This is an optimization exercise on Yosys and OpenROAD, whose aim is small area, a short achievable clock period and few clock cycles per item, not a production implementation. The RTL was checked by simulation tests, not by an equivalence proof against the original design. Power is estimated from default activity; no workload was simulated.

==> flow/design.v, too long to show whole: its modules and the start of the top module <==
// module voice_regs: 64 lines
// module frame_sequencer: 21 lines
// module phase_stage: 40 lines
// module envelope_stage: 76 lines
// module mix_stage: 867 lines
// module psg_top: 56 lines
module psg_top
(
	input  logic                clk_i,
	input  logic                rst_i,
	input  logic                wr_i,
	input  logic [ADR_W-1:0]    adr_i,
	input  logic [DATA_W-1:0]   dat_i,
	input  logic                credit_i,
	output logic                sample_valid_o,
	output logic [SAMPLE_W-1:0] aud_o
);
  // ...
==> flow/flow/run.sh <==
#!/bin/bash
set -euo pipefail
bash standard.sh SETUP_SLACK_MARGIN=7 finish > make_finish.log 2>&1
==> flow/standard.sh <==
#!/bin/bash
# synth_recipe.tcl (not shown) runs the flow's synth.tcl, then flattens the netlist and writes it again
# the make line also repeats each setting of config.mk as NAME=value (left out here)
make -C /OpenROAD-flow-scripts/flow DESIGN_CONFIG=/design/flow/config.mk WORK_HOME=/design/flow/orfs CLKGATE_MAP_FILE= SYNTH_SCRIPT=/design/flow/synth_recipe.tcl "${@:-finish}"
==> flow/config.mk <==
export PLATFORM = sky130hd
export DESIGN_NAME = psg_top
export DESIGN_NICKNAME = psg_top
export VERILOG_FILES = /design/flow/design.v
export SDC_FILE = /design/flow/constraint.sdc
export NUM_CORES = 4
export LEC_CHECK = 0
export CAP_MARGIN = 20
export CORE_MARGIN = 2
export CORE_UTILIZATION = 40
export SLEW_MARGIN = 20
==> flow/constraint.sdc <==
create_clock -name core_clock -period 11.0 [get_ports {clk_i}]
set_input_delay 2.2000 -clock core_clock [delete_from_list [all_inputs] [get_ports {clk_i}]]
set_output_delay 2.2000 -clock core_clock [all_outputs]
set_load 0.01 [all_outputs]
==> flow_summary.json, run 1 <==
{
  "groute.layer.met2.usage_pct": 35.2,
  "worst_slew_pin_slew_ns": 1.12,
  "netlist_instances": 4113,
  "num_antenna_cells": 6,
  "leading_post_synthesis_cells_by_instance_count": "inv_1, ha_1, fa_1",
  "met3_wirelength_um": 9310,
  "outcome": "timing/DRC/antenna clean",
  "floorplan.die.height_um": 320,
  "grt.busiest_layer": "met2",
  "switch_pwr_mw": 2.22,
  "post_cts_resized": 453,
  "fraction_of_area_in_multi_input_gates_pct": 57.6,
  "syn_area_per_cell_sq_um": 9.69,
  "dp.final_hpwl_um": 86700,
  "critical_path.endpoint_type": "output pin",
  "cts.clk_slew.worst_paths_ns": 0.06,
  "fin_tns_setup_ns": 0,
  "totalPowerFinal_mw": 6.28,
  "power_leakage_nw": 21.0,
  "detailroute.wirelength.met2_um": 52400,
  "firstDrtPassIters": 5,
  "globalplace.congestion": 0.954,
  "post_cts_buffers": 104,
  "grt_first_pass_wirelength_um": 178000,
  "area_share_clock_buf_inv_pct": 3.71,
  "floorplan.tapcells": 1287,
  "cts_htree_levels": 2,
  "port-buffer-count": 57,
  "holdPathEnd": "u_seq.out_valid_o",
  "timing.max_slew.rel_slack_pct": 25.7,
  "drt-wirelength-per-cell_um": 21.1,
  "cts_hold_buf": 0,
  "synth_top_area_share_pct": 19.9
}
Testbench counts, summed over its fixed seeds: cycles 4,887, items 4,079.
==> run 2: changes to the inputs <==
==> flow/run.sh (new file) <==
#!/bin/bash
# synth_recipe.tcl (not shown) runs the flow's synth.tcl, then flattens the netlist and writes it again
# the make line also repeats each setting of config.mk as NAME=value (left out here)
make -C /OpenROAD-flow-scripts/flow DESIGN_CONFIG=/design/flow/config.mk WORK_HOME=/design/flow/orfs CLKGATE_MAP_FILE= SYNTH_SCRIPT=/design/flow/synth_recipe.tcl finish
--- a/flow/config.mk
+++ b/flow/config.mk
@@ -8,4 +8,5 @@
 export CAP_MARGIN = 20
 export CORE_MARGIN = 2
 export CORE_UTILIZATION = 40
+export SETUP_SLACK_MARGIN = 5
 export SLEW_MARGIN = 20
removed: flow/flow/run.sh
removed: flow/standard.sh
==> flow_summary.json, run 2 <==
{
  "clock-skew-final_ns": 0.0343,
  "cts_inserted_buffers": 57,
  "tritoncts": "yes",
  "maxcap_viol_count": 0,
  "synth_top_area_share_pct": 19.9,
  "final_antenna_net_count": 0,
  "compound_cell_area_share_of_the_yosys_netlist_pct": 12.9,
  "report.final.setup_viol": 0,
  "first_global_vias": 29107,
  "synth_fa_ha_area_share_pct": 28.8,
  "asyncSetResetFlopFracSynth_pct": 0,
  "detail_route.iter0.violations": 2514,
  "clock_tree.buffer_depth": 3,
  "clock_sinks": 479,
  "top_signal_layer_used": "met5",
  "synth_sequential_area_ratio_pct": 30.7,
  "finalMaxSlewViolations": 0,
  "die_area_sq_um": 102000,
  "max_flop_register": "u_phase.g_v.acc",
  "yosys.area_share.simple_pct": 15.7,
  "yosys.area.top_type": "edfxtp_1",
  "synth.top_cells.by_area": "edfxtp_1, fa_1, ha_1, dfxtp_1, inv_1",
  "timing.max_slew.rel_slack_pct": 26.8,
  "mostFrequentLayoutCell": "inv_1",
  "worst_slew_pin_slew_ns": 1.10,
  "gr-usage-all-layers_pct": 21.4,
  "netlist_instances": 4113,
  "grt_setup_unrepaired": "no",
  "clockRootBuffer": "clkbuf_16",
  "leading_post_synthesis_cells_by_instance_count": "inv_1, ha_1, fa_1",
  "critical-path-max-stage-delay_ns": 0.55,
  "layout-drive-gt1-share_pct": 5.01,
  "path_class": "register to output pin",
  "synth_nets": 4865,
  "outcome": "timing/DRC/antenna clean",
  "timing.critical_path.slowest_stage_cell": "clkdlybuf4s50_1",
  "globalplace.congestion": 0.956,
  "clock_insertion_delay_worst_skew_ns": 0.64,
  "cts.clk_slew.worst_paths_ns": 0.06,
  "start_kind": "register",
  "power_leakage_nw": 19.9,
  "largest_reg_flops": 96,
  "count_of_distinct_cell_types_in_the_synthesized_netlist": 82,
  "route.detailed.vias_per_inst": 5.39,
  "mappedNetlistArea_sq_um": 39900,
  "path_cells": "inv_1 -> fa_1 -> inv_1 -> fa_1 -> a21o_1 -> a21oi_2 -> o21ai_0 -> nand3_1 -> a31oi_2 -> a21o_1 -> a21oi_1 -> xnor2_1 -> clkdlybuf4s50_1",
  "critical_path_required_ns": 8.80,
  "met3_wirelength_um": 7040,
  "drt_wl_total_um": 109000,
  "met1Wirelength_um": 51300,
  "power.density_cell_area_nw_per_um2": 139,
  "detailroute.wirelength.met2_um": 47400,
  "dp.final_hpwl_um": 84300,
  "pin_count": 58,
  "nNetsFinal": 4894,
  "critical_path_peak_fanout": 3,
  "worstPathArrival_ns": 3.46,
  "synth_top_family_by_area": "adder cells",
  "cts_htree_levels": 2,
  "reg.largest.list": "u_phase.g_v.acc: 96 flops, u_regs.freq_q: 64 flops, u_regs.pw_q: 48 flops",
  "worst_hold_path_type": "register to register",
  "floorplan.die.height_um": 320,
  "finalHoldViolCount": 0,
  "muxShareOfSynthArea_pct": 1.49,
  "global_route.overflow_total": 0,
  "std_cell_rows": 115,
  "firstDrtPassIters": 6,
  "drc_errors": 0,
  "final_cell_mix": "inv_1, ha_1, fa_1, nand2_1, edfxtp_1",
  "synth_edf_count": 264,
  "fin_util_pct": 44.6,
  "yosys_register_bits": 479,
  "synth-xor-area-share_pct": 3.82,
  "port-buffer-count": 57,
  "critical_path.endpoint_type": "output pin",
  "grt_max_degree": 74,
  "synthFlopType": "edfxtp_1",
  "die-width_um": 320,
  "vias": 29530,
  "antenna_found_initial": 12,
  "core_area_sq_um": 98600,
  "syn_area_per_cell_sq_um": 9.69,
  "fin_crit_sh_pct": 51.5,
  "drt-wirelength-per-cell_um": 19.9,
  "start_util_pct": 40.4,
  "ir_worst_vdd_mv": 0.126,
  "synth.yosys.warnings": 15,
  "synth.most_common_cell": "inv_1",
  "fmax_ghz": 0.177,
  "cts_hold_buf": 0,
  "syn2layout_area_growth_pct": 10.3,
  "fin_tns_setup_ns": 0,
  "final.min_clock_period_ns": 5.66,
  "grt_first_pass_wirelength_um": 170000
}
## run 2: cell counts after synthesis
No cell type changed its count.
## run 2: per-layer routing
layer  vias up  GRT usage, %
li1      14134             -
met1     14435          31.0
met2       803          33.0
met3       154          3.10
met4         4          6.55
met5         -             0
## run 2: stage by stage
step                instance area [sq um]  std cells  hold WS (ns)  total power [mW]  setup WS, ns
finish                              43900       5478         0.438              6.12          5.34
global route                        43900       5477         0.448              6.50          5.04
CTS                                 43900       5476         0.442              6.16          5.17
detailed placement                  41900       5369         0.439              4.14          5.40
global placement                    41900       5369         0.422              4.12          5.41
floorplan                           39900       4113         0.414              3.54          6.23
## run 2: kinds of logic after synthesis
group / after synthesis
muxes: 57
AOI/OAI and AO/OA: 779
and+or+nand+nor: 1216
xor gates and xnor gates: 174
DFF: 479
adders and majority gates: 711
buffers and inverters: 697
## run 2: worst paths after layout
kind	end	slack (ns)	start	depth (start not counted)
worst max-delay path	aud_o[14]	5.34	u_mix.out_c_q	13
worst min-delay path	u_seq.out_valid_o	0.44	u_seq.vol_valid_o	1
worst max register to register	u_mix.row_q2[4]	5.61	u_regs.wave_q[3][0]	14
worst min register to register	u_seq.out_valid_o	0.44	u_seq.vol_valid_o	1
## run 2: report_power, final
group          internal, mW  total [mW]  switching [mW]
registers              2.08        2.25           0.172
logic                 0.788        1.87            1.09
clock network          1.18        2.00           0.816
total                  4.05        6.12            2.07
## run 2: critical path: cells and delay by family, from the launching register on
kind,cells,cell delay (ns)
AND/OR/NAND/NOR,1,0.14
AO/OA/AOI/OAI,6,1.00
buffers and inverters,3,0.68
flip-flops,1,0.29
XOR/XNOR,1,0.14
adder cells (fa/ha/maj),2,0.60
## run 2: layout make-up
type / instances / area, sq um
antenna: 1 / 2.50
fill: 9313 / 54600
timing repair buffer: 98 / 896
clock inverter: 38 / 427
inverter: 569 / 2140
sequential: 479 / 12200
tap: 1287 / 1610
clock buffer: 69 / 1560
multi-input combinational: 2937 / 25100
## run 2: what timing repair did
item / in CTS / in global routing
setup endpoints to repair: 3 / 2
gates resized for setup: 2 / 4
buffers inserted: 0 / 0
==> run 3: changes to the inputs <==
--- a/flow/config.mk
+++ b/flow/config.mk
@@ -8,5 +8,4 @@
 export CAP_MARGIN = 20
 export CORE_MARGIN = 2
 export CORE_UTILIZATION = 40
-export SETUP_SLACK_MARGIN = 5
 export SLEW_MARGIN = 20
==> flow_summary.json, run 3 <==
{
  "finalMaxSlewViolations": 0,
  "fin_tns_setup_ns": 0,
  "synth.yosys.warnings": 15,
  "nNetsFinal": 4894,
  "power_leakage_nw": 19.9,
  "asyncSetResetFlopFracSynth_pct": 0,
  "critical_path.endpoint_type": "output pin",
  "postLayoutSetupSlackWorst_ns": 4.82,
  "port-buffer-count": 57,
  "largest_reg_flops": 96,
  "die-width_um": 320,
  "worst_slew_pin_slew_ns": 1.11,
  "path_delay_family": "compound AO/OA/AOI/OAI gates",
  "share_seq_of_total_power_pct": 36.8,
  "final_cell_mix": "inv_1, ha_1, fa_1, nand2_1, edfxtp_1",
  "reg.largest.list": "u_phase.g_v.acc: 96 flops, u_regs.freq_q: 64 flops, u_regs.pw_q: 48 flops",
  "std_cell_rows": 115,
  "max_flop_register": "u_phase.g_v.acc",
  "yosys.area_share.simple_pct": 15.7,
  "synth_nets": 4865,
  "clockRootBuffer": "clkbuf_16",
  "compound_cell_area_share_of_the_yosys_netlist_pct": 12.9,
  "report.final.setup_viol": 0,
  "grt_setup_unrepaired": "no",
  "synth.most_common_cell": "inv_1",
  "crit_buf_inv": 2,
  "tritoncts": "yes",
  "num_antenna_cells": 0,
  "fill_cells": 9311,
  "die_area_sq_um": 102000,
  "power.internal_mw": 4.05,
  "floorplan.die.height_um": 320,
  "syn2layout_area_growth_pct": 10.2,
  "ff2ff_setup_slack_ns": 5.62,
  "power.density_cell_area_nw_per_um2": 139,
  "outcome": "timing/DRC/antenna clean",
  "worstReg2RegEnd": "u_mix.row_q2[4]",
  "clockPowerShare_pct": 32.6,
  "mostFrequentLayoutCell": "inv_1",
  "gr-usage-all-layers_pct": 21.4,
  "finalHoldViolCount": 0,
  "synthFlopType": "edfxtp_1",
  "clock-skew-final_ns": 0.0324,
  "place_worst_setup_slack_ns": 5.40,
  "globalplace.congestion": 0.956,
  "cts_htree_levels": 2,
  "fin_crit_sh_pct": 56.1,
  "fin_area_sq_um": 43900,
  "muxShareOfSynthArea_pct": 1.49,
  "pin_count": 58,
  "timing.critical_path.slowest_stage_cell": "a2111oi_0",
  "drt-wirelength-per-cell_um": 19.9,
  "worst_hold_path_type": "register to register",
  "yosys.area.top_type": "edfxtp_1",
  "critical-path-max-stage-delay_ns": 0.90,
  "synth_fa_ha_area_share_pct": 28.8,
  "maxcap_viol_count": 0,
  "yosys_register_bits": 479,
  "clock_sinks": 479,
  "reg2reg_depth": 14,
  "cts_inserted_buffers": 57,
  "leading_post_synthesis_cells_by_instance_count": "inv_1, ha_1, fa_1",
  "path_class": "register to output pin",
  "syn_area_per_cell_sq_um": 9.69,
  "path_cells": "inv_1 -> fa_1 -> nor2b_1 -> o21a_1 -> o21ai_0 -> a21oi_1 -> o21ai_0 -> a2111oi_0 -> a311oi_1 -> xnor2_1 -> clkdlybuf4s50_1",
  "layout-drive-gt1-share_pct": 4.94,
  "fmax_ghz": 0.162,
  "min_from": "u_seq.vol_valid_o",
  "synth_top_family_by_area": "adder cells",
  "synth_edf_count": 264,
  "switch_pwr_mw": 2.07,
  "critical_path_peak_fanout": 4,
  "post_cts_buffers": 0,
  "core_area_sq_um": 98600,
  "route.detailed.vias_per_inst": 5.40,
  "start_kind": "register",
  "critical_path_required_ns": 8.80,
  "netlist_instances": 4113,
  "share_comb_of_total_power_pct": 30.5,
  "mappedNetlistArea_sq_um": 39900,
  "drt_wl_total_um": 109000,
  "global_route.overflow_total": 0,
  "holdPathStages": 1,
  "synth.top_cells.by_area": "edfxtp_1, fa_1, ha_1, dfxtp_1, inv_1",
  "count_of_distinct_cell_types_in_the_synthesized_netlist": 82,
  "detail_route.iter0.violations": 2418,
  "grt_max_degree": 74,
  "firstDrtPassIters": 7,
  "start_util_pct": 40.4,
  "timing.max_slew.rel_slack_pct": 26.0,
  "clock_tree.buffer_depth": 3,
  "critical_path.most_common_cell": "o21ai_0",
  "final.min_clock_period_ns": 6.18,
  "timing.rr.start": "u_regs.wave_q[3][0]",
  "clock_insertion_delay_worst_skew_ns": 0.64,
  "cts.clk_slew.worst_paths_ns": 0.06,
  "synth_sequential_area_ratio_pct": 30.7,
  "holdPathEnd": "u_seq.out_valid_o",
  "switching_share_pct": 33.8,
  "place_area_sq_um": 41900,
  "ir_worst_vdd_mv": 0.126,
  "vias": 29581,
  "worstPathArrival_ns": 3.98,
  "dp.final_hpwl_um": 84300,
  "cts_hold_buf": 0,
  "antenna_found_initial": 12,
  "grt_first_pass_wirelength_um": 170000,
  "synth_top_area_share_pct": 19.9,
  "synth-xor-area-share_pct": 3.82,
  "first_global_vias": 29095,
  "post_cts_resized": 0,
  "final_antenna_net_count": 0,
  "drc_errors": 0
}
[run 3: worst max-delay path by stage]
stage,from,end,slack [ns],cells after the start
after floorplan,u_phase.g_v[1].acc[23],u_mix.row_q2[4],6.23,17
after global placement,u_mix.out_c_q,aud_o[13],5.41,11
after detailed placement,u_mix.out_c_q,aud_o[13],5.40,11
after CTS,u_mix.out_c_q,aud_o[13],4.73,11
after global routing,u_mix.out_c_q,aud_o[13],4.53,11
final,u_mix.out_c_q,aud_o[13],4.82,11
[run 3: area by class of cell]
class,count,area [sq um],area share (%)
multi-input cells,2937,25100,57.1
flip-flops and latches,479,12200,27.9
inverters,569,2140,4.86
well taps,1287,1610,3.67
clock buffers,69,1560,3.54
repair buffers,98,896,2.04
clock inverters,38,427,0.972
[run 3: power by group through the flow]
stage / Clock [mW] / Combinational [mW] / Sequential, mW
2_1_floorplan: 0 / 1.35 / 2.19
3_3_place_gp: 0 / 1.84 / 2.29
3_5_place_dp: 0 / 1.85 / 2.29
4_1_cts: 2.04 / 1.86 / 2.25
5_1_grt: 2.11 / 2.12 / 2.27
6_report: 2.00 / 1.87 / 2.25
[run 3: cell families after synthesis]
kind of cell,count (synthesis)
AND/OR/NAND/NOR,1216
multiplexers,57
buffers and inverters,697
adder cells (fa/ha/maj),711
flip-flops,479
XOR/XNOR,174
AO/OA/AOI/OAI,779
[run 3: per-layer routing]
metal	GRT usage (%)	vias up	part of all wire, %
met5	0	-	0.025
met4	6.55	4	2.9
met3	3.10	158	6.6
met2	32.9	820	44
met1	31.0	14478	47
li1	-	14121	-
[run 3: worst reg2reg max path, cell delays in order (launching register included)]
cell	delay, ns
edfxtp_1	0.41
inv_1	0.30
nand2_1	0.30
o22ai_1	0.52
nand2_1	0.27
inv_1	0.12
nand2_1	0.08
fa_1	0.45
fa_1	0.46
fa_1	0.45
fa_1	0.51
fa_1	0.49
inv_1	0.05
fa_1	0.41
fa_1	0.43
[run 3: stage by stage]
step	utilization [%]	power (mW)	cells	hold WS, ns
after floorplan	-	3.54	4113	0.414
after detailed placement	42.5	4.14	5369	0.439
after global routing	44.6	6.49	5477	0.448
after CTS	44.5	6.16	5476	0.442
final	44.6	6.11	5477	0.438
after global placement	42.5	4.12	5369	0.422

what the ideal ports hide:
The flow's constraints put no driver on any port. The routed layouts listed below were extracted and timed again, unchanged, in two steps. Step 1 sets driving cells, clkbuf_16 on the clock port and buf_2 on the other inputs (assumed; they add their load-dependent delay and slew). Step 2 times the ports against the registers' clock, not the clock port: input delays grow and output delays shrink by t, the midpoint of the rising clock arrivals with the driver on. a / b / c = ideal ports / drivers / drivers and shift; a / b = the first two.
run | t (ns) | setup WS [ns] | slew at the worst register clock pin (ns) | worst slew at a driven data input, ns
run 1 | 0.718 | 5.821 / 5.758 / 6.178 | 0.07 / 0.07 | 0.07
run 2 | 0.690 | 5.338 / 5.268 / 5.613 | 0.07 / 0.07 | 0.05
run 3 | 0.689 | 4.825 / 4.755 / 5.444 | 0.07 / 0.07 | 0.05
After both steps setup and hold are still met in every run listed.
